Context: an optimization exercise on an open-source flow, tuned for small area. The choices shown serve that exercise and are no tape-out recipe.
Function was checked by simulation only, so behaviour that the tests miss may differ from the original.
No activity file was given, so power comes from the tool's default toggle rates.

$ cat flow/design.v
package kyber_pkg;
  localparam int KYBER_Q        = 3329;
  localparam int KYBER_ZETA_INV = 1175;
  localparam int KYBER_N        = 128;
  localparam int KYBER_W        = 12;
  localparam int KYBER_AW       = 7;
  function automatic logic [6:0] brv7(input logic [6:0] x);
    brv7 = {x[0], x[1], x[2], x[3], x[4], x[5], x[6]};
  endfunction
endpackage
module kyber_modmul_seq
(
  input  logic        clk,
  input  logic        reset,
  input  logic        i_go,
  input  logic [11:0] i_op,
  input  logic [11:0] i_const,
  output logic        o_ready,
  output logic [11:0] o_res
);
  localparam logic [12:0] Q13 = 13'(kyber_pkg::KYBER_Q);
  logic [11:0] r_a;
  logic [11:0] r_b;
  logic [11:0] r_c;
  logic [3:0]  r_cnt;
  logic        r_run;
  logic [12:0] w_dbl;
  logic [12:0] w_dmod;
  logic [12:0] w_add;
  logic [12:0] w_amod;
  logic        w_unused_msb;
  always_comb begin
    w_dbl  = {r_a, 1'b0};
    w_dmod = (w_dbl >= Q13) ? w_dbl - Q13 : w_dbl;
    w_add  = w_dmod + (r_c[11] ? {1'b0, r_b} : 13'd0);
    w_amod = (w_add >= Q13) ? w_add - Q13 : w_add;
  end
  assign o_res        = w_amod[11:0];
  assign w_unused_msb = w_amod[12];
  assign o_ready      = r_run && (r_cnt == 4'd11);
  always_ff @(posedge clk or posedge reset) begin
    if (reset) begin
      r_a   <= '0;
      r_b   <= '0;
      r_c   <= '0;
      r_cnt <= '0;
      r_run <= 1'b0;
    end else if (i_go) begin
      r_a   <= '0;
      r_b   <= i_op;
      r_c   <= i_const;
      r_cnt <= '0;
      r_run <= 1'b1;
    end else if (r_run) begin
      r_a   <= w_amod[11:0];
      r_c   <= {r_c[10:0], 1'b0};
      r_cnt <= r_cnt + 4'd1;
      if (r_cnt == 4'd11) r_run <= 1'b0;
    end
  end
endmodule
module kyber_g_a211oi_1 (input logic A1, A2, B1, C1, output logic Y);
  assign Y = (~A1&~B1&~C1) | (~A2&~B1&~C1);
endmodule
module kyber_g_a21oi_1 (input logic A1, A2, B1, output logic Y);
  assign Y = (~A1&~B1) | (~A2&~B1);
endmodule
module kyber_g_a221oi_1 (input logic A1, A2, B1, B2, C1, output logic Y);
  assign Y = (~A1&~B1&~C1) | (~A1&~B2&~C1) | (~A2&~B1&~C1) | (~A2&~B2&~C1);
endmodule
module kyber_g_a22oi_1 (input logic A1, A2, B1, B2, output logic Y);
  assign Y = (~A1&~B1) | (~A1&~B2) | (~A2&~B1) | (~A2&~B2);
endmodule
module kyber_g_a311oi_1 (input logic A1, A2, A3, B1, C1, output logic Y);
  assign Y = (~A1&~B1&~C1) | (~A2&~B1&~C1) | (~A3&~B1&~C1);
endmodule
module kyber_g_a31o_2 (input logic A1, A2, A3, B1, output logic X);
  assign X = (A1&A2&A3) | (B1);
endmodule
module kyber_g_a31oi_1 (input logic A1, A2, A3, B1, output logic Y);
  assign Y = (~A1&~B1) | (~A2&~B1) | (~A3&~B1);
endmodule
module kyber_g_a32o_1 (input logic A1, A2, A3, B1, B2, output logic X);
  assign X = (A1&A2&A3) | (B1&B2);
endmodule
module kyber_g_clkinv_1 (input logic A, output logic Y);
  assign Y = (~A);
endmodule
module kyber_g_nand2_1 (input logic A, B, output logic Y);
  assign Y = (~A) | (~B);
endmodule
module kyber_g_nand3_1 (input logic A, B, C, output logic Y);
  assign Y = (~A) | (~B) | (~C);
endmodule
module kyber_g_nand4_1 (input logic A, B, C, D, output logic Y);
  assign Y = (~A) | (~B) | (~C) | (~D);
endmodule
module kyber_g_nor2_1 (input logic A, B, output logic Y);
  assign Y = (~A&~B);
endmodule
module kyber_g_nor3_1 (input logic A, B, C, output logic Y);
  assign Y = (~A&~B&~C);
endmodule
module kyber_g_o211ai_1 (input logic A1, A2, B1, C1, output logic Y);
  assign Y = (~A1&~A2) | (~B1) | (~C1);
endmodule
module kyber_g_o21ai_0 (input logic A1, A2, B1, output logic Y);
  assign Y = (~A1&~A2) | (~B1);
endmodule
module kyber_g_o221ai_1 (input logic A1, A2, B1, B2, C1, output logic Y);
  assign Y = (~B1&~B2) | (~A1&~A2) | (~C1);
endmodule
module kyber_g_o22a_2 (input logic A1, A2, B1, B2, output logic X);
  assign X = (A1&B1) | (A2&B1) | (A1&B2) | (A2&B2);
endmodule
module kyber_g_o22ai_1 (input logic A1, A2, B1, B2, output logic Y);
  assign Y = (~B1&~B2) | (~A1&~A2);
endmodule
module kyber_g_o311ai_0 (input logic A1, A2, A3, B1, C1, output logic Y);
  assign Y = (~A1&~A2&~A3) | (~B1) | (~C1);
endmodule
module kyber_g_o31ai_1 (input logic A1, A2, A3, B1, output logic Y);
  assign Y = (~A1&~A2&~A3) | (~B1);
endmodule
module kyber_g_o32ai_1 (input logic A1, A2, A3, B1, B2, output logic Y);
  assign Y = (~A1&~A2&~A3) | (~B1&~B2);
endmodule
module kyber_g_o41ai_1 (input logic A1, A2, A3, A4, B1, output logic Y);
  assign Y = (~A1&~A2&~A3&~A4) | (~B1);
endmodule
module kyber_zeta_inv_gen
(
  input  logic        clk,
  input  logic        reset,
  input  logic        start,
  output logic        busy,
  output logic        done,
  input  logic [6:0]  ad,
  input  logic        ce,
  input  logic        oce,
  output logic [11:0] dout
);
  localparam logic [10:0] LFSR_END = 11'd1077;
  logic [10:0] r_lfsr;
  logic        r_busy;
  logic        r_fin;
  logic        r_done;
  logic [6:0]  r_ad;
  logic        r_nz;
  logic [6:0]  w_ra;
  logic        w_rnz;
  logic [11:0] w_rom;
  logic        w_end;
  logic        w_acc;
  logic        w_unused_oce;
  assign w_unused_oce = oce;
  assign w_end = (r_lfsr == LFSR_END);
  assign w_acc = start && !r_busy && !r_fin;
  always_ff @(posedge clk) begin
    if (r_busy) r_lfsr <= {r_lfsr[9:0], ~(r_lfsr[10] ^ r_lfsr[8])};
    else        r_lfsr <= '0;
  end
  always_ff @(posedge clk or posedge reset) begin
    if (reset) begin
      r_busy <= 1'b0;
      r_fin  <= 1'b0;
      r_done <= 1'b0;
    end else begin
      r_busy <= w_acc || (r_busy && !w_end);
      r_fin  <= r_busy && w_end;
      r_done <= r_fin || (r_done && !w_acc);
    end
  end
  always_ff @(posedge clk) begin
    if (ce) r_ad <= ad;
  end
  always_ff @(posedge clk or posedge reset) begin
    if (reset)   r_nz <= 1'b0;
    else if (ce) r_nz <= !r_busy;
  end
  assign w_ra  = r_ad;
  assign w_rnz = r_nz;
  logic rn_n21, rn_n22, rn_n23, rn_n24, rn_n25, rn_n26, rn_n27, rn_n28, rn_n29, rn_n30, rn_n31, rn_n32, rn_n33, rn_n34, rn_n35, rn_n36, rn_n37, rn_n38, rn_n39, rn_n40, rn_n41, rn_n42, rn_n43, rn_n44, rn_n45, rn_n46, rn_n47, rn_n48, rn_n49, rn_n50, rn_n51, rn_n52, rn_n53, rn_n54, rn_n55, rn_n56, rn_n57, rn_n58, rn_n59, rn_n60, rn_n61, rn_n62, rn_n63, rn_n64, rn_n65, rn_n66, rn_n67, rn_n68, rn_n69, rn_n70, rn_n71, rn_n72, rn_n73, rn_n74, rn_n75, rn_n76, rn_n77, rn_n78, rn_n79, rn_n80, rn_n81, rn_n82, rn_n83, rn_n84, rn_n85, rn_n86, rn_n87, rn_n88, rn_n89, rn_n90, rn_n91, rn_n92, rn_n93, rn_n94, rn_n95, rn_n96, rn_n98, rn_n99, rn_n100, rn_n101, rn_n102, rn_n103, rn_n104, rn_n105, rn_n106, rn_n107, rn_n108, rn_n109, rn_n110, rn_n111, rn_n112, rn_n113, rn_n114, rn_n115, rn_n116, rn_n117, rn_n118, rn_n119, rn_n120, rn_n121, rn_n122, rn_n123, rn_n124, rn_n125, rn_n126, rn_n127, rn_n128, rn_n129, rn_n130, rn_n131, rn_n132, rn_n133, rn_n135, rn_n136, rn_n137, rn_n138, rn_n139, rn_n140, rn_n141, rn_n142, rn_n143, rn_n144, rn_n145, rn_n146, rn_n147, rn_n148, rn_n149, rn_n150, rn_n151, rn_n152, rn_n153, rn_n154, rn_n156, rn_n157, rn_n158, rn_n159, rn_n160, rn_n161, rn_n162, rn_n163, rn_n164, rn_n165, rn_n166, rn_n167, rn_n168, rn_n169, rn_n170, rn_n171, rn_n172, rn_n173, rn_n174, rn_n175, rn_n176, rn_n177, rn_n178, rn_n179, rn_n180, rn_n181, rn_n182, rn_n183, rn_n184, rn_n185, rn_n187, rn_n188, rn_n189, rn_n190, rn_n191, rn_n192, rn_n193, rn_n194, rn_n195, rn_n196, rn_n197, rn_n198, rn_n199, rn_n200, rn_n201, rn_n203, rn_n204, rn_n205, rn_n206, rn_n207, rn_n208, rn_n209, rn_n210, rn_n211, rn_n212, rn_n213, rn_n214, rn_n215, rn_n216, rn_n217, rn_n218, rn_n219, rn_n220, rn_n221, rn_n222, rn_n223, rn_n224, rn_n225, rn_n226, rn_n227, rn_n228, rn_n229, rn_n231, rn_n232, rn_n233, rn_n234, rn_n235, rn_n236, rn_n237, rn_n238, rn_n239, rn_n240, rn_n241, rn_n242, rn_n244, rn_n245, rn_n246, rn_n247, rn_n248, rn_n249, rn_n250, rn_n251, rn_n252, rn_n253, rn_n254, rn_n255, rn_n256, rn_n257, rn_n258, rn_n259, rn_n260, rn_n261, rn_n263, rn_n264, rn_n265, rn_n266, rn_n267, rn_n268, rn_n269, rn_n270, rn_n271, rn_n272, rn_n273, rn_n274, rn_n275, rn_n276, rn_n277, rn_n278, rn_n279, rn_n281, rn_n282, rn_n283, rn_n284, rn_n285, rn_n286, rn_n287, rn_n288, rn_n289, rn_n290, rn_n291, rn_n292, rn_n293, rn_n294, rn_n296, rn_n297, rn_n298, rn_n299, rn_n300, rn_n301, rn_n302, rn_n303, rn_n304, rn_n305, rn_n306, rn_n307, rn_n309, rn_n310, rn_n311, rn_n312, rn_n313, rn_n314, rn_n315, rn_n316, rn_n317, rn_n318, rn_n319, rn_n320, rn_n321;
  kyber_g_clkinv_1 u_g0 (.A(w_ra[1]), .Y(rn_n21));
  kyber_g_clkinv_1 u_g1 (.A(w_ra[2]), .Y(rn_n22));
  kyber_g_nor2_1 u_g2 (.A(rn_n21), .B(rn_n22), .Y(rn_n23));
  kyber_g_clkinv_1 u_g3 (.A(w_ra[3]), .Y(rn_n24));
  kyber_g_nor2_1 u_g4 (.A(w_ra[0]), .B(rn_n24), .Y(rn_n25));
  kyber_g_clkinv_1 u_g5 (.A(w_ra[0]), .Y(rn_n26));
  kyber_g_nor2_1 u_g6 (.A(rn_n26), .B(rn_n22), .Y(rn_n27));
  kyber_g_nor2_1 u_g7 (.A(w_ra[0]), .B(rn_n21), .Y(rn_n28));
  kyber_g_nor2_1 u_g8 (.A(w_ra[1]), .B(rn_n26), .Y(rn_n29));
  kyber_g_nor2_1 u_g9 (.A(w_ra[2]), .B(rn_n29), .Y(rn_n30));
  kyber_g_clkinv_1 u_g10 (.A(rn_n30), .Y(rn_n31));
  kyber_g_nor2_1 u_g11 (.A(rn_n28), .B(rn_n31), .Y(rn_n32));
  kyber_g_nor2_1 u_g12 (.A(rn_n27), .B(rn_n32), .Y(rn_n33));
  kyber_g_nor2_1 u_g13 (.A(w_ra[2]), .B(rn_n21), .Y(rn_n34));
  kyber_g_nand2_1 u_g14 (.A(rn_n34), .B(rn_n25), .Y(rn_n35));
  kyber_g_clkinv_1 u_g15 (.A(w_ra[4]), .Y(rn_n36));
  kyber_g_nand2_1 u_g16 (.A(rn_n35), .B(rn_n36), .Y(rn_n37));
  kyber_g_clkinv_1 u_g17 (.A(rn_n37), .Y(rn_n38));
  kyber_g_o21ai_0 u_g18 (.A1(w_ra[3]), .A2(rn_n33), .B1(rn_n38), .Y(rn_n39));
  kyber_g_clkinv_1 u_g19 (.A(w_ra[5]), .Y(rn_n40));
  kyber_g_nor2_1 u_g20 (.A(w_ra[1]), .B(rn_n22), .Y(rn_n41));
  kyber_g_nor2_1 u_g21 (.A(rn_n26), .B(rn_n34), .Y(rn_n42));
  kyber_g_clkinv_1 u_g22 (.A(rn_n42), .Y(rn_n43));
  kyber_g_nor2_1 u_g23 (.A(w_ra[0]), .B(rn_n22), .Y(rn_n44));
  kyber_g_clkinv_1 u_g24 (.A(rn_n44), .Y(rn_n45));
  kyber_g_o21ai_0 u_g25 (.A1(rn_n41), .A2(rn_n43), .B1(rn_n45), .Y(rn_n46));
  kyber_g_nand2_1 u_g26 (.A(rn_n46), .B(w_ra[3]), .Y(rn_n47));
  kyber_g_nor2_1 u_g27 (.A(w_ra[1]), .B(w_ra[2]), .Y(rn_n48));
  kyber_g_clkinv_1 u_g28 (.A(rn_n48), .Y(rn_n49));
  kyber_g_nor2_1 u_g29 (.A(w_ra[3]), .B(rn_n49), .Y(rn_n50));
  kyber_g_clkinv_1 u_g30 (.A(rn_n50), .Y(rn_n51));
  kyber_g_nand3_1 u_g31 (.A(rn_n47), .B(w_ra[4]), .C(rn_n51), .Y(rn_n52));
  kyber_g_o311ai_0 u_g32 (.A1(rn_n23), .A2(rn_n25), .A3(rn_n39), .B1(rn_n40), .C1(rn_n52), .Y(rn_n53));
  kyber_g_nor2_1 u_g33 (.A(w_ra[3]), .B(rn_n41), .Y(rn_n54));
  kyber_g_nand2_1 u_g34 (.A(rn_n48), .B(w_ra[3]), .Y(rn_n55));
  kyber_g_nand2_1 u_g35 (.A(rn_n55), .B(w_ra[4]), .Y(rn_n56));
  kyber_g_a21oi_1 u_g36 (.A1(rn_n43), .A2(rn_n54), .B1(rn_n56), .Y(rn_n57));
  kyber_g_clkinv_1 u_g37 (.A(rn_n57), .Y(rn_n58));
  kyber_g_nor2_1 u_g38 (.A(w_ra[2]), .B(rn_n26), .Y(rn_n59));
  kyber_g_nor2_1 u_g39 (.A(rn_n59), .B(rn_n44), .Y(rn_n60));
  kyber_g_clkinv_1 u_g40 (.A(rn_n60), .Y(rn_n61));
  kyber_g_nor2_1 u_g41 (.A(rn_n26), .B(rn_n21), .Y(rn_n62));
  kyber_g_nor2_1 u_g42 (.A(w_ra[3]), .B(rn_n62), .Y(rn_n63));
  kyber_g_nand2_1 u_g43 (.A(rn_n61), .B(rn_n63), .Y(rn_n64));
  kyber_g_nand2_1 u_g44 (.A(rn_n64), .B(rn_n38), .Y(rn_n65));
  kyber_g_clkinv_1 u_g45 (.A(w_ra[6]), .Y(rn_n66));
  kyber_g_a31oi_1 u_g46 (.A1(rn_n58), .A2(w_ra[5]), .A3(rn_n65), .B1(rn_n66), .Y(rn_n67));
  kyber_g_nor2_1 u_g47 (.A(rn_n26), .B(rn_n41), .Y(rn_n68));
  kyber_g_nor2_1 u_g48 (.A(rn_n41), .B(rn_n34), .Y(rn_n69));
  kyber_g_nor2_1 u_g49 (.A(w_ra[0]), .B(rn_n69), .Y(rn_n70));
  kyber_g_nor2_1 u_g50 (.A(rn_n68), .B(rn_n70), .Y(rn_n71));
  kyber_g_nor2_1 u_g51 (.A(rn_n24), .B(rn_n71), .Y(rn_n72));
  kyber_g_nand2_1 u_g52 (.A(rn_n46), .B(rn_n24), .Y(rn_n73));
  kyber_g_clkinv_1 u_g53 (.A(rn_n73), .Y(rn_n74));
  kyber_g_o21ai_0 u_g54 (.A1(rn_n72), .A2(rn_n74), .B1(w_ra[4]), .Y(rn_n75));
  kyber_g_clkinv_1 u_g55 (.A(rn_n29), .Y(rn_n76));
  kyber_g_nand2_1 u_g56 (.A(rn_n45), .B(rn_n76), .Y(rn_n77));
  kyber_g_nand2_1 u_g57 (.A(rn_n77), .B(w_ra[3]), .Y(rn_n78));
  kyber_g_nor2_1 u_g58 (.A(w_ra[0]), .B(w_ra[1]), .Y(rn_n79));
  kyber_g_nor2_1 u_g59 (.A(rn_n79), .B(rn_n62), .Y(rn_n80));
  kyber_g_nor2_1 u_g60 (.A(w_ra[3]), .B(rn_n23), .Y(rn_n81));
  kyber_g_nand2_1 u_g61 (.A(rn_n80), .B(rn_n81), .Y(rn_n82));
  kyber_g_nand3_1 u_g62 (.A(rn_n78), .B(rn_n36), .C(rn_n82), .Y(rn_n83));
  kyber_g_clkinv_1 u_g63 (.A(rn_n69), .Y(rn_n84));
  kyber_g_nor2_1 u_g64 (.A(w_ra[3]), .B(rn_n60), .Y(rn_n85));
  kyber_g_clkinv_1 u_g65 (.A(rn_n85), .Y(rn_n86));
  kyber_g_nor2_1 u_g66 (.A(rn_n84), .B(rn_n86), .Y(rn_n87));
  kyber_g_nor2_1 u_g67 (.A(rn_n27), .B(rn_n87), .Y(rn_n88));
  kyber_g_clkinv_1 u_g68 (.A(rn_n23), .Y(rn_n89));
  kyber_g_nor2_1 u_g69 (.A(rn_n24), .B(rn_n89), .Y(rn_n90));
  kyber_g_nor2_1 u_g70 (.A(w_ra[4]), .B(rn_n90), .Y(rn_n91));
  kyber_g_nand2_1 u_g71 (.A(rn_n88), .B(rn_n91), .Y(rn_n92));
  kyber_g_a21oi_1 u_g72 (.A1(w_ra[3]), .A2(rn_n68), .B1(rn_n71), .Y(rn_n93));
  kyber_g_a21oi_1 u_g73 (.A1(rn_n93), .A2(rn_n57), .B1(rn_n40), .Y(rn_n94));
  kyber_g_a32o_1 u_g74 (.A1(rn_n75), .A2(rn_n40), .A3(rn_n83), .B1(rn_n92), .B2(rn_n94), .X(rn_n95));
  kyber_g_clkinv_1 u_g75 (.A(w_rnz), .Y(rn_n96));
  kyber_g_a221oi_1 u_g76 (.A1(rn_n53), .A2(rn_n67), .B1(rn_n95), .B2(rn_n66), .C1(rn_n96), .Y(w_rom[0]));
  kyber_g_clkinv_1 u_g77 (.A(rn_n62), .Y(rn_n98));
  kyber_g_nor2_1 u_g78 (.A(rn_n24), .B(rn_n98), .Y(rn_n99));
  kyber_g_nand2_1 u_g79 (.A(rn_n99), .B(rn_n22), .Y(rn_n100));
  kyber_g_nand2_1 u_g80 (.A(rn_n100), .B(rn_n78), .Y(rn_n101));
  kyber_g_clkinv_1 u_g81 (.A(rn_n41), .Y(rn_n102));
  kyber_g_nand2_1 u_g82 (.A(rn_n101), .B(rn_n102), .Y(rn_n103));
  kyber_g_o21ai_0 u_g83 (.A1(w_ra[0]), .A2(rn_n69), .B1(rn_n54), .Y(rn_n104));
  kyber_g_a21oi_1 u_g84 (.A1(rn_n103), .A2(rn_n104), .B1(rn_n36), .Y(rn_n105));
  kyber_g_nand2_1 u_g85 (.A(rn_n91), .B(rn_n64), .Y(rn_n106));
  kyber_g_nand2_1 u_g86 (.A(rn_n106), .B(rn_n40), .Y(rn_n107));
  kyber_g_nor2_1 u_g87 (.A(rn_n24), .B(rn_n69), .Y(rn_n108));
  kyber_g_a22oi_1 u_g88 (.A1(rn_n69), .A2(rn_n63), .B1(rn_n108), .B2(rn_n60), .Y(rn_n109));
  kyber_g_o21ai_0 u_g89 (.A1(rn_n36), .A2(rn_n109), .B1(w_ra[5]), .Y(rn_n110));
  kyber_g_nor2_1 u_g90 (.A(rn_n42), .B(rn_n70), .Y(rn_n111));
  kyber_g_nand2_1 u_g91 (.A(rn_n111), .B(w_ra[3]), .Y(rn_n112));
  kyber_g_clkinv_1 u_g92 (.A(rn_n112), .Y(rn_n113));
  kyber_g_o21ai_0 u_g93 (.A1(rn_n23), .A2(rn_n113), .B1(rn_n36), .Y(rn_n114));
  kyber_g_nor2_1 u_g94 (.A(rn_n63), .B(rn_n114), .Y(rn_n115));
  kyber_g_o22ai_1 u_g95 (.A1(rn_n105), .A2(rn_n107), .B1(rn_n110), .B2(rn_n115), .Y(rn_n116));
  kyber_g_clkinv_1 u_g96 (.A(rn_n25), .Y(rn_n117));
  kyber_g_nand2_1 u_g97 (.A(rn_n59), .B(rn_n24), .Y(rn_n118));
  kyber_g_nand2_1 u_g98 (.A(rn_n117), .B(rn_n118), .Y(rn_n119));
  kyber_g_nor2_1 u_g99 (.A(rn_n21), .B(rn_n119), .Y(rn_n120));
  kyber_g_nand2_1 u_g100 (.A(rn_n30), .B(w_ra[4]), .Y(rn_n121));
  kyber_g_o21ai_0 u_g101 (.A1(rn_n36), .A2(rn_n72), .B1(rn_n121), .Y(rn_n122));
  kyber_g_o21ai_0 u_g102 (.A1(rn_n31), .A2(rn_n120), .B1(rn_n122), .Y(rn_n123));
  kyber_g_nor3_1 u_g103 (.A(w_ra[3]), .B(rn_n80), .C(rn_n84), .Y(rn_n124));
  kyber_g_nor2_1 u_g104 (.A(rn_n36), .B(rn_n124), .Y(rn_n125));
  kyber_g_o21ai_0 u_g105 (.A1(rn_n84), .A2(rn_n117), .B1(rn_n125), .Y(rn_n126));
  kyber_g_nor2_1 u_g106 (.A(rn_n117), .B(rn_n69), .Y(rn_n127));
  kyber_g_clkinv_1 u_g107 (.A(rn_n63), .Y(rn_n128));
  kyber_g_nor2_1 u_g108 (.A(rn_n22), .B(rn_n128), .Y(rn_n129));
  kyber_g_o21ai_0 u_g109 (.A1(rn_n127), .A2(rn_n129), .B1(rn_n36), .Y(rn_n130));
  kyber_g_a21oi_1 u_g110 (.A1(rn_n126), .A2(rn_n130), .B1(rn_n40), .Y(rn_n131));
  kyber_g_a31oi_1 u_g111 (.A1(rn_n123), .A2(rn_n114), .A3(rn_n40), .B1(rn_n131), .Y(rn_n132));
  kyber_g_o21ai_0 u_g112 (.A1(w_ra[6]), .A2(rn_n132), .B1(w_rnz), .Y(rn_n133));
  kyber_g_a21oi_1 u_g113 (.A1(w_ra[6]), .A2(rn_n116), .B1(rn_n133), .Y(w_rom[1]));
  kyber_g_clkinv_1 u_g114 (.A(rn_n78), .Y(rn_n135));
  kyber_g_o22ai_1 u_g115 (.A1(rn_n69), .A2(rn_n117), .B1(rn_n28), .B2(rn_n135), .Y(rn_n136));
  kyber_g_nor3_1 u_g116 (.A(w_ra[3]), .B(rn_n34), .C(rn_n80), .Y(rn_n137));
  kyber_g_nor2_1 u_g117 (.A(rn_n24), .B(rn_n59), .Y(rn_n138));
  kyber_g_clkinv_1 u_g118 (.A(rn_n138), .Y(rn_n139));
  kyber_g_nor2_1 u_g119 (.A(w_ra[1]), .B(rn_n139), .Y(rn_n140));
  kyber_g_nor2_1 u_g120 (.A(rn_n137), .B(rn_n140), .Y(rn_n141));
  kyber_g_nor2_1 u_g121 (.A(rn_n36), .B(rn_n141), .Y(rn_n142));
  kyber_g_a31oi_1 u_g122 (.A1(rn_n136), .A2(rn_n91), .A3(rn_n128), .B1(rn_n142), .Y(rn_n143));
  kyber_g_o21ai_0 u_g123 (.A1(w_ra[4]), .A2(rn_n119), .B1(w_ra[5]), .Y(rn_n144));
  kyber_g_clkinv_1 u_g124 (.A(rn_n125), .Y(rn_n145));
  kyber_g_nor2_1 u_g125 (.A(rn_n101), .B(rn_n145), .Y(rn_n146));
  kyber_g_o22ai_1 u_g126 (.A1(w_ra[5]), .A2(rn_n143), .B1(rn_n144), .B2(rn_n146), .Y(rn_n147));
  kyber_g_nand2_1 u_g127 (.A(rn_n147), .B(rn_n66), .Y(rn_n148));
  kyber_g_nand2_1 u_g128 (.A(rn_n55), .B(rn_n36), .Y(rn_n149));
  kyber_g_o22ai_1 u_g129 (.A1(rn_n34), .A2(rn_n149), .B1(rn_n36), .B2(rn_n120), .Y(rn_n150));
  kyber_g_nor2_1 u_g130 (.A(w_ra[3]), .B(rn_n98), .Y(rn_n151));
  kyber_g_o21ai_0 u_g131 (.A1(rn_n77), .A2(rn_n151), .B1(rn_n36), .Y(rn_n152));
  kyber_g_a31oi_1 u_g132 (.A1(rn_n152), .A2(w_ra[5]), .A3(rn_n121), .B1(rn_n66), .Y(rn_n153));
  kyber_g_o21ai_0 u_g133 (.A1(w_ra[5]), .A2(rn_n150), .B1(rn_n153), .Y(rn_n154));
  kyber_g_a21oi_1 u_g134 (.A1(rn_n148), .A2(rn_n154), .B1(rn_n96), .Y(w_rom[2]));
  kyber_g_a21oi_1 u_g135 (.A1(w_ra[2]), .A2(rn_n25), .B1(rn_n108), .Y(rn_n156));
  kyber_g_clkinv_1 u_g136 (.A(rn_n156), .Y(rn_n157));
  kyber_g_o21ai_0 u_g137 (.A1(rn_n85), .A2(rn_n157), .B1(w_ra[4]), .Y(rn_n158));
  kyber_g_clkinv_1 u_g138 (.A(rn_n54), .Y(rn_n159));
  kyber_g_a21oi_1 u_g139 (.A1(rn_n79), .A2(w_ra[3]), .B1(w_ra[4]), .Y(rn_n160));
  kyber_g_o21ai_0 u_g140 (.A1(rn_n44), .A2(rn_n159), .B1(rn_n160), .Y(rn_n161));
  kyber_g_nand3_1 u_g141 (.A(rn_n158), .B(w_ra[5]), .C(rn_n161), .Y(rn_n162));
  kyber_g_nor2_1 u_g142 (.A(w_ra[3]), .B(rn_n28), .Y(rn_n163));
  kyber_g_nor3_1 u_g143 (.A(rn_n36), .B(rn_n163), .C(rn_n108), .Y(rn_n164));
  kyber_g_nor3_1 u_g144 (.A(w_ra[4]), .B(rn_n29), .C(rn_n104), .Y(rn_n165));
  kyber_g_o21ai_0 u_g145 (.A1(rn_n164), .A2(rn_n165), .B1(rn_n40), .Y(rn_n166));
  kyber_g_a21oi_1 u_g146 (.A1(rn_n162), .A2(rn_n166), .B1(rn_n66), .Y(rn_n167));
  kyber_g_nor2_1 u_g147 (.A(rn_n24), .B(rn_n33), .Y(rn_n168));
  kyber_g_nand2_1 u_g148 (.A(rn_n68), .B(w_ra[3]), .Y(rn_n169));
  kyber_g_nand3_1 u_g149 (.A(rn_n168), .B(rn_n35), .C(rn_n169), .Y(rn_n170));
  kyber_g_nand4_1 u_g150 (.A(rn_n170), .B(w_ra[4]), .C(rn_n55), .D(rn_n64), .Y(rn_n171));
  kyber_g_clkinv_1 u_g151 (.A(rn_n90), .Y(rn_n172));
  kyber_g_clkinv_1 u_g152 (.A(rn_n59), .Y(rn_n173));
  kyber_g_nand3_1 u_g153 (.A(rn_n172), .B(rn_n173), .C(rn_n51), .Y(rn_n174));
  kyber_g_a21oi_1 u_g154 (.A1(rn_n174), .A2(rn_n36), .B1(rn_n40), .Y(rn_n175));
  kyber_g_nor2_1 u_g155 (.A(rn_n79), .B(rn_n159), .Y(rn_n176));
  kyber_g_nor2_1 u_g156 (.A(rn_n176), .B(rn_n168), .Y(rn_n177));
  kyber_g_a31oi_1 u_g157 (.A1(rn_n177), .A2(rn_n36), .A3(rn_n76), .B1(w_ra[5]), .Y(rn_n178));
  kyber_g_nor2_1 u_g158 (.A(w_ra[3]), .B(rn_n102), .Y(rn_n179));
  kyber_g_clkinv_1 u_g159 (.A(rn_n179), .Y(rn_n180));
  kyber_g_nor2_1 u_g160 (.A(rn_n26), .B(rn_n180), .Y(rn_n181));
  kyber_g_nor3_1 u_g161 (.A(w_ra[1]), .B(rn_n149), .C(rn_n181), .Y(rn_n182));
  kyber_g_nor2_1 u_g162 (.A(rn_n36), .B(rn_n136), .Y(rn_n183));
  kyber_g_nor2_1 u_g163 (.A(rn_n182), .B(rn_n183), .Y(rn_n184));
  kyber_g_a221oi_1 u_g164 (.A1(rn_n171), .A2(rn_n175), .B1(rn_n178), .B2(rn_n184), .C1(w_ra[6]), .Y(rn_n185));
  kyber_g_nor3_1 u_g165 (.A(rn_n96), .B(rn_n167), .C(rn_n185), .Y(w_rom[3]));
  kyber_g_nor2_1 u_g166 (.A(w_ra[4]), .B(rn_n81), .Y(rn_n187));
  kyber_g_a21oi_1 u_g167 (.A1(rn_n161), .A2(rn_n45), .B1(rn_n187), .Y(rn_n188));
  kyber_g_nor2_1 u_g168 (.A(rn_n28), .B(rn_n139), .Y(rn_n189));
  kyber_g_clkinv_1 u_g169 (.A(rn_n187), .Y(rn_n190));
  kyber_g_nor2_1 u_g170 (.A(rn_n189), .B(rn_n190), .Y(rn_n191));
  kyber_g_clkinv_1 u_g171 (.A(rn_n151), .Y(rn_n192));
  kyber_g_nand2_1 u_g172 (.A(rn_n192), .B(w_ra[4]), .Y(rn_n193));
  kyber_g_nor2_1 u_g173 (.A(rn_n138), .B(rn_n43), .Y(rn_n194));
  kyber_g_nor3_1 u_g174 (.A(rn_n193), .B(rn_n194), .C(rn_n113), .Y(rn_n195));
  kyber_g_o21ai_0 u_g175 (.A1(rn_n191), .A2(rn_n195), .B1(w_ra[5]), .Y(rn_n196));
  kyber_g_o31ai_1 u_g176 (.A1(w_ra[5]), .A2(rn_n99), .A3(rn_n188), .B1(rn_n196), .Y(rn_n197));
  kyber_g_nor3_1 u_g177 (.A(rn_n36), .B(rn_n69), .C(rn_n60), .Y(rn_n198));
  kyber_g_o41ai_1 u_g178 (.A1(rn_n36), .A2(rn_n129), .A3(rn_n198), .A4(rn_n157), .B1(rn_n178), .Y(rn_n199));
  kyber_g_o221ai_1 u_g179 (.A1(rn_n127), .A2(rn_n193), .B1(w_ra[4]), .B2(rn_n88), .C1(w_ra[5]), .Y(rn_n200));
  kyber_g_a21oi_1 u_g180 (.A1(rn_n199), .A2(rn_n200), .B1(rn_n66), .Y(rn_n201));
  kyber_g_a211oi_1 u_g181 (.A1(rn_n197), .A2(rn_n66), .B1(rn_n96), .C1(rn_n201), .Y(w_rom[4]));
  kyber_g_nor3_1 u_g182 (.A(w_ra[3]), .B(rn_n27), .C(rn_n23), .Y(rn_n203));
  kyber_g_o21ai_0 u_g183 (.A1(rn_n203), .A2(rn_n137), .B1(rn_n49), .Y(rn_n204));
  kyber_g_nand2_1 u_g184 (.A(rn_n44), .B(w_ra[3]), .Y(rn_n205));
  kyber_g_nand2_1 u_g185 (.A(rn_n180), .B(rn_n205), .Y(rn_n206));
  kyber_g_nor2_1 u_g186 (.A(rn_n206), .B(rn_n193), .Y(rn_n207));
  kyber_g_a21oi_1 u_g187 (.A1(rn_n160), .A2(rn_n204), .B1(rn_n207), .Y(rn_n208));
  kyber_g_nand2_1 u_g188 (.A(rn_n44), .B(rn_n24), .Y(rn_n209));
  kyber_g_nand4_1 u_g189 (.A(rn_n109), .B(w_ra[4]), .C(rn_n173), .D(rn_n209), .Y(rn_n210));
  kyber_g_nand3_1 u_g190 (.A(rn_n210), .B(w_ra[5]), .C(rn_n172), .Y(rn_n211));
  kyber_g_nor3_1 u_g191 (.A(rn_n79), .B(rn_n159), .C(rn_n174), .Y(rn_n212));
  kyber_g_clkinv_1 u_g192 (.A(rn_n212), .Y(rn_n213));
  kyber_g_nand2_1 u_g193 (.A(rn_n213), .B(rn_n100), .Y(rn_n214));
  kyber_g_nor3_1 u_g194 (.A(rn_n63), .B(rn_n127), .C(rn_n214), .Y(rn_n215));
  kyber_g_nor3_1 u_g195 (.A(w_ra[4]), .B(rn_n28), .C(rn_n215), .Y(rn_n216));
  kyber_g_o22ai_1 u_g196 (.A1(w_ra[5]), .A2(rn_n208), .B1(rn_n211), .B2(rn_n216), .Y(rn_n217));
  kyber_g_nor3_1 u_g197 (.A(w_ra[3]), .B(w_ra[4]), .C(rn_n124), .Y(rn_n218));
  kyber_g_a21oi_1 u_g198 (.A1(rn_n24), .A2(rn_n29), .B1(rn_n138), .Y(rn_n219));
  kyber_g_o21ai_0 u_g199 (.A1(rn_n36), .A2(rn_n219), .B1(w_ra[5]), .Y(rn_n220));
  kyber_g_o21ai_0 u_g200 (.A1(rn_n54), .A2(rn_n152), .B1(rn_n40), .Y(rn_n221));
  kyber_g_clkinv_1 u_g201 (.A(rn_n206), .Y(rn_n222));
  kyber_g_nor2_1 u_g202 (.A(rn_n36), .B(rn_n90), .Y(rn_n223));
  kyber_g_clkinv_1 u_g203 (.A(rn_n223), .Y(rn_n224));
  kyber_g_a211oi_1 u_g204 (.A1(rn_n69), .A2(rn_n25), .B1(rn_n203), .C1(rn_n224), .Y(rn_n225));
  kyber_g_clkinv_1 u_g205 (.A(rn_n225), .Y(rn_n226));
  kyber_g_nor2_1 u_g206 (.A(rn_n222), .B(rn_n226), .Y(rn_n227));
  kyber_g_o22a_2 u_g207 (.A1(rn_n218), .A2(rn_n220), .B1(rn_n221), .B2(rn_n227), .X(rn_n228));
  kyber_g_o21ai_0 u_g208 (.A1(rn_n66), .A2(rn_n228), .B1(w_rnz), .Y(rn_n229));
  kyber_g_a21oi_1 u_g209 (.A1(rn_n217), .A2(rn_n66), .B1(rn_n229), .Y(w_rom[5]));
  kyber_g_nand2_1 u_g210 (.A(rn_n122), .B(rn_n159), .Y(rn_n231));
  kyber_g_a21oi_1 u_g211 (.A1(rn_n41), .A2(w_ra[3]), .B1(w_ra[4]), .Y(rn_n232));
  kyber_g_nand3_1 u_g212 (.A(rn_n192), .B(rn_n232), .C(rn_n209), .Y(rn_n233));
  kyber_g_nand3_1 u_g213 (.A(rn_n231), .B(rn_n40), .C(rn_n233), .Y(rn_n234));
  kyber_g_nand4_1 u_g214 (.A(rn_n213), .B(rn_n82), .C(rn_n35), .D(rn_n169), .Y(rn_n235));
  kyber_g_nand3_1 u_g215 (.A(rn_n235), .B(w_ra[5]), .C(rn_n224), .Y(rn_n236));
  kyber_g_o21ai_0 u_g216 (.A1(rn_n42), .A2(rn_n70), .B1(w_ra[3]), .Y(rn_n237));
  kyber_g_a311oi_1 u_g217 (.A1(rn_n237), .A2(rn_n36), .A3(rn_n118), .B1(w_ra[5]), .C1(rn_n198), .Y(rn_n238));
  kyber_g_o21ai_0 u_g218 (.A1(rn_n176), .A2(rn_n168), .B1(w_ra[4]), .Y(rn_n239));
  kyber_g_o21ai_0 u_g219 (.A1(rn_n138), .A2(rn_n43), .B1(rn_n160), .Y(rn_n240));
  kyber_g_a21oi_1 u_g220 (.A1(rn_n239), .A2(rn_n240), .B1(rn_n40), .Y(rn_n241));
  kyber_g_nor3_1 u_g221 (.A(w_ra[6]), .B(rn_n238), .C(rn_n241), .Y(rn_n242));
  kyber_g_a311oi_1 u_g222 (.A1(rn_n234), .A2(w_ra[6]), .A3(rn_n236), .B1(rn_n96), .C1(rn_n242), .Y(w_rom[6]));
  kyber_g_nor2_1 u_g223 (.A(rn_n44), .B(rn_n139), .Y(rn_n244));
  kyber_g_nand2_1 u_g224 (.A(rn_n213), .B(rn_n36), .Y(rn_n245));
  kyber_g_o211ai_1 u_g225 (.A1(rn_n244), .A2(rn_n245), .B1(w_ra[5]), .C1(rn_n226), .Y(rn_n246));
  kyber_g_nor2_1 u_g226 (.A(rn_n26), .B(rn_n48), .Y(rn_n247));
  kyber_g_nand2_1 u_g227 (.A(rn_n247), .B(rn_n24), .Y(rn_n248));
  kyber_g_nand2_1 u_g228 (.A(rn_n248), .B(rn_n36), .Y(rn_n249));
  kyber_g_clkinv_1 u_g229 (.A(rn_n249), .Y(rn_n250));
  kyber_g_nand3_1 u_g230 (.A(rn_n47), .B(rn_n209), .C(rn_n250), .Y(rn_n251));
  kyber_g_nor2_1 u_g231 (.A(rn_n41), .B(rn_n43), .Y(rn_n252));
  kyber_g_nor2_1 u_g232 (.A(rn_n36), .B(rn_n244), .Y(rn_n253));
  kyber_g_o21ai_0 u_g233 (.A1(w_ra[3]), .A2(rn_n252), .B1(rn_n253), .Y(rn_n254));
  kyber_g_nand3_1 u_g234 (.A(rn_n251), .B(rn_n254), .C(rn_n40), .Y(rn_n255));
  kyber_g_nand2_1 u_g235 (.A(rn_n237), .B(rn_n250), .Y(rn_n256));
  kyber_g_o21ai_0 u_g236 (.A1(rn_n120), .A2(rn_n140), .B1(w_ra[4]), .Y(rn_n257));
  kyber_g_a21oi_1 u_g237 (.A1(rn_n256), .A2(rn_n257), .B1(rn_n40), .Y(rn_n258));
  kyber_g_nor3_1 u_g238 (.A(rn_n30), .B(rn_n190), .C(rn_n206), .Y(rn_n259));
  kyber_g_a211oi_1 u_g239 (.A1(rn_n98), .A2(rn_n57), .B1(w_ra[5]), .C1(rn_n259), .Y(rn_n260));
  kyber_g_nor3_1 u_g240 (.A(rn_n66), .B(rn_n258), .C(rn_n260), .Y(rn_n261));
  kyber_g_a311oi_1 u_g241 (.A1(rn_n246), .A2(rn_n66), .A3(rn_n255), .B1(rn_n96), .C1(rn_n261), .Y(w_rom[7]));
  kyber_g_nor2_1 u_g242 (.A(rn_n119), .B(rn_n71), .Y(rn_n263));
  kyber_g_clkinv_1 u_g243 (.A(rn_n263), .Y(rn_n264));
  kyber_g_nand2_1 u_g244 (.A(rn_n264), .B(rn_n24), .Y(rn_n265));
  kyber_g_a21oi_1 u_g245 (.A1(rn_n265), .A2(rn_n172), .B1(rn_n36), .Y(rn_n266));
  kyber_g_nor2_1 u_g246 (.A(rn_n74), .B(rn_n245), .Y(rn_n267));
  kyber_g_o21ai_0 u_g247 (.A1(rn_n266), .A2(rn_n267), .B1(w_ra[5]), .Y(rn_n268));
  kyber_g_o21ai_0 u_g248 (.A1(rn_n24), .A2(rn_n102), .B1(rn_n98), .Y(rn_n269));
  kyber_g_a31oi_1 u_g249 (.A1(rn_n180), .A2(rn_n36), .A3(rn_n205), .B1(w_ra[5]), .Y(rn_n270));
  kyber_g_o21ai_0 u_g250 (.A1(rn_n269), .A2(rn_n226), .B1(rn_n270), .Y(rn_n271));
  kyber_g_a21oi_1 u_g251 (.A1(rn_n159), .A2(rn_n139), .B1(rn_n37), .Y(rn_n272));
  kyber_g_o21ai_0 u_g252 (.A1(rn_n50), .A2(rn_n145), .B1(w_ra[5]), .Y(rn_n273));
  kyber_g_a31oi_1 u_g253 (.A1(rn_n82), .A2(rn_n213), .A3(rn_n272), .B1(rn_n273), .Y(rn_n274));
  kyber_g_nand2_1 u_g254 (.A(rn_n108), .B(rn_n60), .Y(rn_n275));
  kyber_g_nand2_1 u_g255 (.A(rn_n275), .B(rn_n100), .Y(rn_n276));
  kyber_g_nor3_1 u_g256 (.A(rn_n36), .B(rn_n276), .C(rn_n87), .Y(rn_n277));
  kyber_g_a311oi_1 u_g257 (.A1(rn_n170), .A2(rn_n36), .A3(rn_n82), .B1(w_ra[5]), .C1(rn_n277), .Y(rn_n278));
  kyber_g_nor3_1 u_g258 (.A(rn_n66), .B(rn_n274), .C(rn_n278), .Y(rn_n279));
  kyber_g_a311oi_1 u_g259 (.A1(rn_n268), .A2(rn_n66), .A3(rn_n271), .B1(rn_n96), .C1(rn_n279), .Y(w_rom[8]));
  kyber_g_o21ai_0 u_g260 (.A1(rn_n163), .A2(rn_n108), .B1(rn_n191), .Y(rn_n281));
  kyber_g_o21ai_0 u_g261 (.A1(rn_n62), .A2(rn_n23), .B1(rn_n24), .Y(rn_n282));
  kyber_g_nand3_1 u_g262 (.A(rn_n156), .B(w_ra[4]), .C(rn_n282), .Y(rn_n283));
  kyber_g_nand3_1 u_g263 (.A(rn_n281), .B(w_ra[5]), .C(rn_n283), .Y(rn_n284));
  kyber_g_o22ai_1 u_g264 (.A1(rn_n43), .A2(rn_n190), .B1(rn_n135), .B2(rn_n193), .Y(rn_n285));
  kyber_g_a21oi_1 u_g265 (.A1(rn_n285), .A2(rn_n40), .B1(rn_n66), .Y(rn_n286));
  kyber_g_nand4_1 u_g266 (.A(rn_n222), .B(rn_n98), .C(rn_n89), .D(rn_n55), .Y(rn_n287));
  kyber_g_nand2_1 u_g267 (.A(rn_n287), .B(rn_n36), .Y(rn_n288));
  kyber_g_o21ai_0 u_g268 (.A1(rn_n58), .A2(rn_n276), .B1(rn_n288), .Y(rn_n289));
  kyber_g_nand2_1 u_g269 (.A(rn_n282), .B(rn_n173), .Y(rn_n290));
  kyber_g_nand2_1 u_g270 (.A(rn_n223), .B(rn_n248), .Y(rn_n291));
  kyber_g_o22ai_1 u_g271 (.A1(rn_n149), .A2(rn_n290), .B1(rn_n189), .B2(rn_n291), .Y(rn_n292));
  kyber_g_nor2_1 u_g272 (.A(w_ra[5]), .B(rn_n292), .Y(rn_n293));
  kyber_g_a21oi_1 u_g273 (.A1(rn_n289), .A2(w_ra[5]), .B1(rn_n293), .Y(rn_n294));
  kyber_g_a221oi_1 u_g274 (.A1(rn_n284), .A2(rn_n286), .B1(rn_n294), .B2(rn_n66), .C1(rn_n96), .Y(w_rom[9]));
  kyber_g_nand2_1 u_g275 (.A(rn_n223), .B(rn_n180), .Y(rn_n296));
  kyber_g_a31oi_1 u_g276 (.A1(rn_n76), .A2(rn_n89), .A3(rn_n117), .B1(rn_n296), .Y(rn_n297));
  kyber_g_nor3_1 u_g277 (.A(w_ra[4]), .B(rn_n219), .C(rn_n72), .Y(rn_n298));
  kyber_g_a21oi_1 u_g278 (.A1(rn_n101), .A2(rn_n102), .B1(rn_n181), .Y(rn_n299));
  kyber_g_nor2_1 u_g279 (.A(w_ra[4]), .B(rn_n299), .Y(rn_n300));
  kyber_g_o21ai_0 u_g280 (.A1(rn_n247), .A2(rn_n296), .B1(w_ra[5]), .Y(rn_n301));
  kyber_g_o32ai_1 u_g281 (.A1(w_ra[5]), .A2(rn_n297), .A3(rn_n298), .B1(rn_n300), .B2(rn_n301), .Y(rn_n302));
  kyber_g_o211ai_1 u_g282 (.A1(rn_n36), .A2(rn_n215), .B1(rn_n40), .C1(rn_n39), .Y(rn_n303));
  kyber_g_a31oi_1 u_g283 (.A1(rn_n169), .A2(rn_n36), .A3(rn_n205), .B1(rn_n40), .Y(rn_n304));
  kyber_g_o21ai_0 u_g284 (.A1(rn_n36), .A2(rn_n263), .B1(rn_n304), .Y(rn_n305));
  kyber_g_nand3_1 u_g285 (.A(rn_n303), .B(w_ra[6]), .C(rn_n305), .Y(rn_n306));
  kyber_g_nand2_1 u_g286 (.A(rn_n306), .B(w_rnz), .Y(rn_n307));
  kyber_g_a21oi_1 u_g287 (.A1(rn_n66), .A2(rn_n302), .B1(rn_n307), .Y(w_rom[10]));
  kyber_g_nand2_1 u_g288 (.A(rn_n209), .B(w_ra[4]), .Y(rn_n309));
  kyber_g_a31oi_1 u_g289 (.A1(rn_n112), .A2(rn_n64), .A3(rn_n232), .B1(w_ra[5]), .Y(rn_n310));
  kyber_g_o21ai_0 u_g290 (.A1(rn_n309), .A2(rn_n214), .B1(rn_n310), .Y(rn_n311));
  kyber_g_o21ai_0 u_g291 (.A1(rn_n69), .A2(rn_n86), .B1(rn_n253), .Y(rn_n312));
  kyber_g_a21oi_1 u_g292 (.A1(rn_n102), .A2(rn_n163), .B1(rn_n37), .Y(rn_n313));
  kyber_g_nor2_1 u_g293 (.A(rn_n40), .B(rn_n313), .Y(rn_n314));
  kyber_g_a21oi_1 u_g294 (.A1(rn_n312), .A2(rn_n314), .B1(rn_n66), .Y(rn_n315));
  kyber_g_nor3_1 u_g295 (.A(rn_n36), .B(rn_n61), .C(rn_n176), .Y(rn_n316));
  kyber_g_nand2_1 u_g296 (.A(rn_n170), .B(rn_n316), .Y(rn_n317));
  kyber_g_o21ai_0 u_g297 (.A1(rn_n41), .A2(rn_n259), .B1(rn_n250), .Y(rn_n318));
  kyber_g_a21oi_1 u_g298 (.A1(rn_n264), .A2(rn_n172), .B1(rn_n56), .Y(rn_n319));
  kyber_g_nor3_1 u_g299 (.A(rn_n40), .B(rn_n182), .C(rn_n319), .Y(rn_n320));
  kyber_g_a31o_2 u_g300 (.A1(rn_n40), .A2(rn_n317), .A3(rn_n318), .B1(rn_n320), .X(rn_n321));
  kyber_g_a221oi_1 u_g301 (.A1(rn_n311), .A2(rn_n315), .B1(rn_n321), .B2(rn_n66), .C1(rn_n96), .Y(w_rom[11]));
  assign busy = r_busy;
  assign done = r_done;
  assign dout = w_rom;
endmodule
$ cat flow/flow/run.sh
#!/bin/bash
# Standard synthesis (hierarchical, so the generated table logic keeps its
# gate structure), then an area re-map of the flattened combinational logic
# (best of several ABC recipes; flip-flops untouched), then the standard
# layout steps with small port buffers and a small clock tree.
set -euo pipefail
W=$PWD
F=$W/flow
R=$W/orfs/results/$FLOW_PLATFORM/kyber_zeta_inv_gen/base
YOSYS=$(command -v yosys || echo "$FLOW_HOME/../tools/install/yosys/bin/yosys")

bash standard.sh synth > $W/synth_std.log 2>&1
cp $R/1_2_yosys.v $W/std_netlist.v

mkdir -p $W/reopt
cp $F/recipes.txt $W/reopt/recipes.txt
REOPT_LIB=$FLOW_HOME/platforms/$FLOW_PLATFORM/lib/sky130_fd_sc_hd__tt_025C_1v80.lib \
REOPT_TOP=$FLOW_TOP REOPT_DIR=$W/reopt REOPT_IN=$W/std_netlist.v REOPT_OUT=$W/reopt_netlist.v \
  $YOSYS -q -l $W/reopt.log -c $F/reopt.tcl > $W/reopt.out 2>&1
cp $W/reopt_netlist.v $R/1_2_yosys.v
touch $R/1_2_yosys.v

bash standard.sh \
  "BUFFER_PORTS_ARGS=-buffer_cell sky130_fd_sc_hd__buf_1" \
  "CTS_ARGS=-sink_clustering_enable -sink_clustering_size 30 -sink_clustering_max_diameter 400 -buf_list sky130_fd_sc_hd__clkbuf_4 -root_buf sky130_fd_sc_hd__clkbuf_4 -repair_clock_nets -dont_use_dummy_load" \
  finish > $W/layout.log 2>&1
$ cat flow/flow/recipes.txt
strash; dch -f; map -a; topo
strash; map -a; topo
strash; dch; map -a; topo
strash; dch -f; amap; topo
strash; balance -l; resub -K 6 -l; rewrite -l; resub -K 6 -N 2 -l; refactor -l; resub -K 8 -l; balance -l; resub -K 8 -N 2 -l; rewrite -l; resub -K 10 -l; rewrite -z -l; resub -K 10 -N 2 -l; balance -l; resub -K 12 -l; refactor -z -l; resub -K 12 -N 2 -l; rewrite -z -l; balance -l; dch -f; map -a; topo
strash; balance -l; resub -K 6 -l; rewrite -l; resub -K 6 -N 2 -l; refactor -l; resub -K 8 -l; balance -l; resub -K 8 -N 2 -l; rewrite -l; resub -K 10 -l; rewrite -z -l; resub -K 10 -N 2 -l; balance -l; resub -K 12 -l; refactor -z -l; resub -K 12 -N 2 -l; rewrite -z -l; balance -l; balance -l; resub -K 6 -l; rewrite -l; resub -K 6 -N 2 -l; refactor -l; resub -K 8 -l; balance -l; resub -K 8 -N 2 -l; rewrite -l; resub -K 10 -l; rewrite -z -l; resub -K 10 -N 2 -l; balance -l; resub -K 12 -l; refactor -z -l; resub -K 12 -N 2 -l; rewrite -z -l; balance -l; dch -f; map -a; strash; dch -f; map -a; topo
$ cat flow/flow/reopt.tcl
# Re-map the combinational logic of the standard synthesis netlist for area.
# Flip-flops keep their instance names and cell types. Several ABC recipes
# are tried on the same logic and the smallest mapping is kept.
yosys -import
set lib $::env(REOPT_LIB)
set top $::env(REOPT_TOP)
set dir $::env(REOPT_DIR)
read_liberty -ignore_miss_func $lib
read_verilog $::env(REOPT_IN)
hierarchy -top $top
setattr -mod -set keep_hierarchy 1 sky130_fd_sc_hd__df* sky130_fd_sc_hd__edf* sky130_fd_sc_hd__sdf* sky130_fd_sc_hd__dl*
flatten
opt_clean -purge
design -save base
set best -1
set bestarea 1e30
set fh [open $dir/recipes.txt r]
set recipes [split [string trim [read $fh]] "\n"]
close $fh
set k 0
foreach r $recipes {
  design -load base
  set sf $dir/recipe_$k.abc
  set o [open $sf w]
  puts $o [string map {"; " "\n"} $r]
  close $o
  abc -liberty $lib -dont_use *lpflow* -dont_use *probe* -script $sf
  opt_clean -purge
  tee -q -o $dir/stat_$k.txt stat -liberty $lib
  set f [open $dir/stat_$k.txt r]; set s [read $f]; close $f
  regexp "Chip area for module .\\\\$top.: (\[0-9.\]+)" $s -> area
  log "RECIPE $k AREA $area :: $r"
  if {$area < $bestarea} { set bestarea $area; set best $k }
  design -save r$k
  incr k
}
log "BEST $best AREA $bestarea"
design -load r$best
hilomap -singleton -hicell sky130_fd_sc_hd__conb_1 HI -locell sky130_fd_sc_hd__conb_1 LO
splitnets
opt_clean -purge
stat -liberty $lib
select $top
write_verilog -noattr -noexpr -selected $::env(REOPT_OUT)
$ cat flow/standard.sh
#!/bin/bash
# synth_recipe.tcl (not shown) runs the flow's synth.tcl, then flattens the netlist and writes it again
# the make line also repeats each setting of config.mk as NAME=value (left out here)
make -C /OpenROAD-flow-scripts/flow DESIGN_CONFIG=/design/flow/config.mk WORK_HOME=/design/flow/orfs CLKGATE_MAP_FILE= SYNTH_SCRIPT=/design/flow/synth_recipe.tcl "${@:-finish}"
$ cat flow/config.mk
export PLATFORM = sky130hd
export DESIGN_NAME = kyber_zeta_inv_gen
export DESIGN_NICKNAME = kyber_zeta_inv_gen
export VERILOG_FILES = /design/flow/design.v
export SDC_FILE = /design/flow/constraint.sdc
export NUM_CORES = 4
export LEC_CHECK = 0
export CAP_MARGIN = 20
export CORE_MARGIN = 2
export CORE_UTILIZATION = 45
export SLEW_MARGIN = 20
export SYNTH_HIERARCHICAL = 1
$ cat flow/constraint.sdc
create_clock -name core_clock -period 6.0 [get_ports {clk}]
set_input_delay 1.2000 -clock core_clock [delete_from_list [all_inputs] [get_ports {clk}]]
set_output_delay 1.2000 -clock core_clock [all_outputs]
set_load 0.01 [all_outputs]
==> key figures, run 1 <==
GRT
  • Largest net degree at the start of global routing: 32
  • First-pass GRT wire length: roughly 13000 µm
  • Vias in the first global route: about 2.6k
  • Initial antenna violation count: 0
  • GRT Total Usage: around a third
  • Overflow after GRT: 0

Finish
  • Layout cell share with drive strength beyond 1: between 2 and 3%
  • Nets: 400
  • Ant. Diodes: 0
  • Layout Utilization: 52.5%
  • Most frequent cells in the layout: nor2_1 (81), clkinv_1 (59), nand2_1 (48), a21oi_1 (37), o21ai_0 (27)
  • Layout fillers: 447
  • Non-Filler Instances: 438
  • Area of all placed cells without fillers: 0.00232 mm²
  • Commonest non-fill, non-tap cell in the layout: nor2_1
  • Area delta synth->final: 10.2%

STA
  • Final period utilization: between 70% and 80%
  • Final setup viols: 0
  • Final hold vios: 0
  • Worst Clk Skew: ~17 ps
  • Slew Limit Fails: 0
  • TNS Setup: 0 ps
  • Setup ws final: about 1300 ps
  • Hold WS: 405 ps
  • Fin crit period: between 4000 and 5000 ps
  • Fmax: ~210 MHz
  • Unrepaired setup endpoints after global routing: false
  • Rel. slew slack: 47.2%
  • Tightest Pin Transition: 788 ps

Routing
  • Final WL: 8520 µm
  • Routed WL per cell: ~20 µm
  • Iter 0 DRT Violations: 673
  • Vias per inst: around 6.8
  • First-pass DRT Iterations: 7
  • Routed Antenna Nets: 0
  • DR vias: just under 3k
  • DRC: 0

Setup path
  • Req. time, crit path: 4800 ps
  • Slowest cell on crit path: edfxtp_1
  • Worst Path Max Fanout: 9
  • Setup crit start kind: flip-flop
  • Delay-heaviest family, CP: buffers and inverters
  • Most frequent CP cell: nor2_1
  • Worst Setup End Kind: output port
  • Critical path class: reg -> out
  • Critical path buffers and inverters: 5
  • Critical Path, Cell by Cell: nor2_1 > buf_4 > nor2_1 > clkinv_1 > nor2_1 > clkinv_1 > nor2_1 > clkinv_1 > nand4_1 > o311ai_0 > a221oi_1 > buf_1
  • Critical path arrival: between 3000 and 4000 ps
  • CP max stage delay: 620 ps

Synthesis
  • Yosys Warn Count: 7
  • Syn nets: about 370
  • Post-Syn Instances: 354
  • Synthesized area per cell: just under 6 µm²
  • Synth Cell Area: 0.00210 mm²

Die
  • Full die area: between 0.005 and 0.006 mm²
  • Core ar.: about 0.0044 mm²
  • DIE WIDTH: between 70 and 80 µm
  • Initial cell density of the core: 47.6%
  • Die Span Y: 72.3 µm
  • Row Count: 24
  • Boundary Pins: 26

Pwr
  • P_int: 0.285 mW
  • VDD IR max: 189 µV
  • Psw: around 0.24 mW
  • Clock share of power: between 10% and 20%
  • Logic pwr share: roughly half
  • Switching Share: 45.9%
  • Power per cell area: approximately 230 mW/mm²
  • Static Leak: 0.839 nW
  • Total power: between 0.5 and 0.6 mW
  • Sequential power share: between 30 and 40%

Placement
  • Port Buffers: 24
  • Routability cong.: around 1.1
  • Placed cells: around 440
  • Place WS: approximately 1900 ps
  • Hpwl dp: roughly 6300 µm
  • DP Area: 0.00229 mm²

Worst hold path
  • Hold crit path type: reg -> reg

Clock network
  • Clock transition at the registers of the reported paths: about 120 ps
  • Post-CTS setup buffer count: 0
  • Total CTS buffers: 3
  • Post-CTS Hold Buffers: 0
  • Clk root buf: clkbuf_4
  • CTS max path bufs: 2
  • CTS Sinks: 22
  • CTS tree: yes
  • Clk Latency, worst-skew pair: 300 ps
  • H-Tree Depth: 1
  • Post-CTS resize count: 0

Outcome
  • Status: finished clean

Flow run
  • # Max-Cap Violations: 0
[path summary, 6_finish.rpt]
check                      startpoint   endpoint  slack, ps  cells past startpoint
max                           r_ad[1]   dout[11]       1310                     12
min                         r_lfsr[6]  r_lfsr[7]        410                      2
max reg2reg                    r_busy     r_busy       4960                      5
min reg2reg                 r_lfsr[6]  r_lfsr[7]        410                      2
max in group asynchronous       reset       r_nz       5180                      2
min in group asynchronous       reset     r_done        700                      2
[per-layer routing]
layer	track usage [%]	share of wire (%)
met4	17.8	6.1
met2	46.9	39
met5	0	0
met3	13.8	17
met1	44.0	38
[cell type report]
| cell class | instances | area (µm²) | share of cell area, % |
|---|---|---|---|
| Multi-Input combinational cell | 273 | 1350 | 58.3 |
| Tap cell | 52 | 65.1 | 2.81 |
| Inverter | 59 | 221 | 9.56 |
| Clock buffer | 3 | 22.5 | 0.972 |
| Sequential cell | 22 | 531 | 22.9 |
| Timing Repair Buffer | 29 | 128 | 5.51 |
[tightest hold or removal path: cells and delay by family, from the launching register on]
kind | cells | cell delay [ps]
buf+inv | 1 | 50
flops | 1 | 310
simple gates | 1 | 30
[power groups by stage]
stage | logic [mW] | clock network [mW] | registers, mW
after floorplan | 0.165 | 0 | 0.209
after global placement | 0.246 | 0 | 0.210
after detailed placement | 0.241 | 0 | 0.211
after CTS | 0.242 | 0.0650 | 0.208
after global routing | 0.280 | 0.0690 | 0.211
final | 0.256 | 0.0625 | 0.208
[state kept, by name, summed over array words and instances (netlist names)]
signal and flops:
r_lfsr 11, r_ad 7, r_busy 1, r_done 1
r_fin 1, r_nz 1
==> run 2, diff against run 1 <==
--- a/flow/config.mk
+++ b/flow/config.mk
@@ -8,5 +8,7 @@
 export CAP_MARGIN = 20
 export CORE_MARGIN = 2
 export CORE_UTILIZATION = 45
+export GPL_TIMING_DRIVEN = 0
+export SETUP_SLACK_MARGIN = 0.4
 export SLEW_MARGIN = 20
 export SYNTH_HIERARCHICAL = 1
==> run 2 against run 1 <==
  * Critical path type unchanged
  * Still clean on timing, DRC and antenna
  * Total power grew 0.41%
  * Highest routed layer is now met5
  * Fmax shrank 11%
  * Utilization shrank 0.77 points
==> key figures, run 2 <==
Outcome
  • Status: finished clean

Finish
  • Max FFs per register: 11
  • Most frequent cells in the layout: nor2_1 (81), clkinv_1 (58), nand2_1 (48), a21oi_1 (37), o21ai_0 (27)
  • Layout cell share with drive strength beyond 1: under 10%
  • Non-Filler Instances: between 400 and 500
  • Largest regs: r_lfsr x11, r_ad x7
  • Biggest register: r_lfsr
  • Layout Utilization: about half
  • Commonest non-fill, non-tap cell in the layout: nor2_1
  • Nets: roughly 400
  • Area delta synth->final: 8.63%
  • Ant. Diodes: 0

Synthesis
  • Yosys Warn Count: 7
  • Syn nets: around 370
  • Synth Cell Area: between 0.002 and 0.0025 mm²
  • Post-Syn Instances: ~350
  • Synthesized area per cell: about 5.9 µm²

STA
  • Final hold vios: 0
  • Fin crit period: 5260 ps
  • Fmax: ~190 MHz
  • Worst Clk Skew: 26.6 ps
  • Slew Limit Fails: 0
  • Unrepaired setup endpoints after global routing: false
  • Final setup viols: 0
  • Final period utilization: about 90%
  • Rel. slew slack: 24.9%
  • TNS Setup: 0 ps
  • Tightest Pin Transition: around 1100 ps

Pwr
  • VDD IR max: between 150 and 200 µV
  • Sequential power share: about two fifths
  • Total power: 0.529 mW
  • P_int: about 0.28 mW
  • Switching Share: 46.7%
  • Clock share of power: 11.9%
  • Static Leak: ~0.8 nW
  • Power per cell area: 232 mW/mm²
  • Psw: roughly 0.25 mW
  • Logic pwr share: between 40% and 50%

Routing
  • Routed Antenna Nets: 0
  • First-pass DRT Iterations: 7
  • Routed WL per cell: 20.6 µm
  • Final WL: just under 9000 µm
  • Vias per inst: approximately 6.8
  • Iter 0 DRT Violations: approximately 570
  • DRC: 0
  • DR vias: 2938

Placement
  • Routability cong.: between 1 and 1.5
  • Placed cells: 430
  • Hpwl dp: approximately 6600 µm
  • Port Buffers: 24

Flow run
  • # Max-Cap Violations: 0

Setup path
  • Reg-to-Reg End: r_done
  • FF-to-FF Start: r_busy
  • Delay-heaviest family, CP: buffers and inverters
  • Setup crit start kind: flip-flop
  • Worst Setup End Kind: output port
  • Req. time, crit path: between 4000 and 5000 ps
  • R2R setup slack: 4930 ps
  • Worst Path Max Fanout: 21
  • Slowest cell on crit path: edfxtp_1
  • CP max stage delay: 910 ps
  • Critical path class: reg -> out
  • Critical path buffers and inverters: 4
  • Worst reg-to-reg path cell count: 2
  • Most frequent CP cell: o21ai_0
  • Critical path arrival: about 4000 ps
  • Critical Path, Cell by Cell: clkinvlp_4 > nor2_1 > clkinv_1 > nor2_1 > clkinv_1 > o21ai_0 > o21ai_0 > nand4_1 > nand3_1 > a31oi_1 > o21ai_0 > buf_1

Die
  • Full die area: roughly 0.0052 mm²
  • Initial cell density of the core: between 40% and 50%
  • Die Span Y: a little over 70 µm
  • Row Count: 24
  • DIE WIDTH: ~72 µm
  • Core ar.: roughly 0.0044 mm²
  • Boundary Pins: 26

GRT
  • Overflow after GRT: 0
  • GRT Total Usage: between 30% and 40%
  • Largest net degree at the start of global routing: 32
  • First-pass GRT wire length: ~14000 µm
  • Initial antenna violation count: 0
  • Vias in the first global route: between 2k and 3k

Clock network
  • CTS Sinks: 22
  • Clk Latency, worst-skew pair: between 300 and 400 ps
  • H-Tree Depth: 1
  • Total CTS buffers: 3
  • CTS max path bufs: 2
  • Clock transition at the registers of the reported paths: approximately 120 ps
  • Clk root buf: clkbuf_4
  • CTS tree: yes

Worst hold path
  • Hold crit path type: reg -> reg
  • Hold Path Depth: 2
  • Min-Delay Endpoint: r_lfsr[5]
  • Min-delay src: r_lfsr[4]
-- run 2: through the flow --
step	hold slack (ps)	instance area (µm²)	worst slack [ps]
6_report	421	2280	743
5_1_grt	430	2280	518
4_1_cts	424	2280	813
3_5_place_dp	405	2260	1140
3_3_place_gp	401	2260	977
2_1_floorplan	397	2100	2340
-- run 2: worst max-delay path by stage --
| stage | from | end | cells after the start |
|---|---|---|---|
| after floorplan | r_ad[4] | dout[0] | 6 |
| after global placement | r_ad[3] | dout[5] | 12 |
| after detailed placement | r_ad[3] | dout[5] | 12 |
| after CTS | r_ad[3] | dout[5] | 12 |
| after global routing | r_ad[3] | dout[5] | 12 |
| final | r_ad[3] | dout[5] | 12 |
-- run 2: worst min-delay path, cell delays in order, from the launching register on --
cell	delay, ps
dfxtp_1	330
clkinv_1	40
nor2_1	30
-- run 2: repair_timing --
item,4_1_cts,5_1_grt
setup buffers,0,0
hold buffers,0,0
gates resized for setup,0,1
setup endpoints to repair,0,2
-- run 2: final cells by class --
cell class	instances	area (µm²)
inverters	59	225
well taps	52	65.1
fillers	453	2130
repair buffers	24	90.1
multi-input cells	273	1350
flip-flops and latches	22	531
clock buffers	3	22.5
-- run 2: per-layer routing --
layer | GRT usage, % | wire length [µm] | share of wire [%] | vias up
li1 | - | - | - | 1305
met1 | 46.7 | 3450 | 39 | 1282
met2 | 49.5 | 3470 | 39 | 288
met3 | 13.2 | 1430 | 16 | 61
met4 | 15.5 | 534 | 6.0 | 2
met5 | 0 | 19 | 0.21 | -
-- run 2: power by group through the flow --
| stage | registers, mW | logic [mW] | clock network (mW) |
|---|---|---|---|
| after floorplan | 0.209 | 0.165 | 0 |
| after global placement | 0.219 | 0.236 | 0 |
| after detailed placement | 0.219 | 0.233 | 0 |
| after CTS | 0.216 | 0.234 | 0.0644 |
| after global routing | 0.221 | 0.269 | 0.0693 |
| final | 0.218 | 0.248 | 0.0628 |

-- re-timing with driven ports --
How much do the figures lean on ideal ports? The routed layouts below were timed once more, with nothing changed but the port constraints. Step 1, drivers: a clkbuf_16 drives clk and a buf_2 each remaining input, both assumed. Step 2, shift: input delay + t, output delay - t, t = (earliest + latest rising clock arrival at the registers) / 2. This alone moves slack from input paths to output paths. a / b / c = no drivers / after step 1 / after step 2; a / b = the first two.
| run | shift t [ns] | slack for setup (ns) | worst hold slack (ns) |
|---|---|---|---|
| run 1 | 0.314 | 1.307 / 1.285 / 1.599 | 0.405 / 0.405 / 0.405 |
| run 2 | 0.317 | 0.743 / 0.722 / 1.039 | 0.421 / 0.421 / 0.421 |
After both steps setup and hold are still met in every run listed.
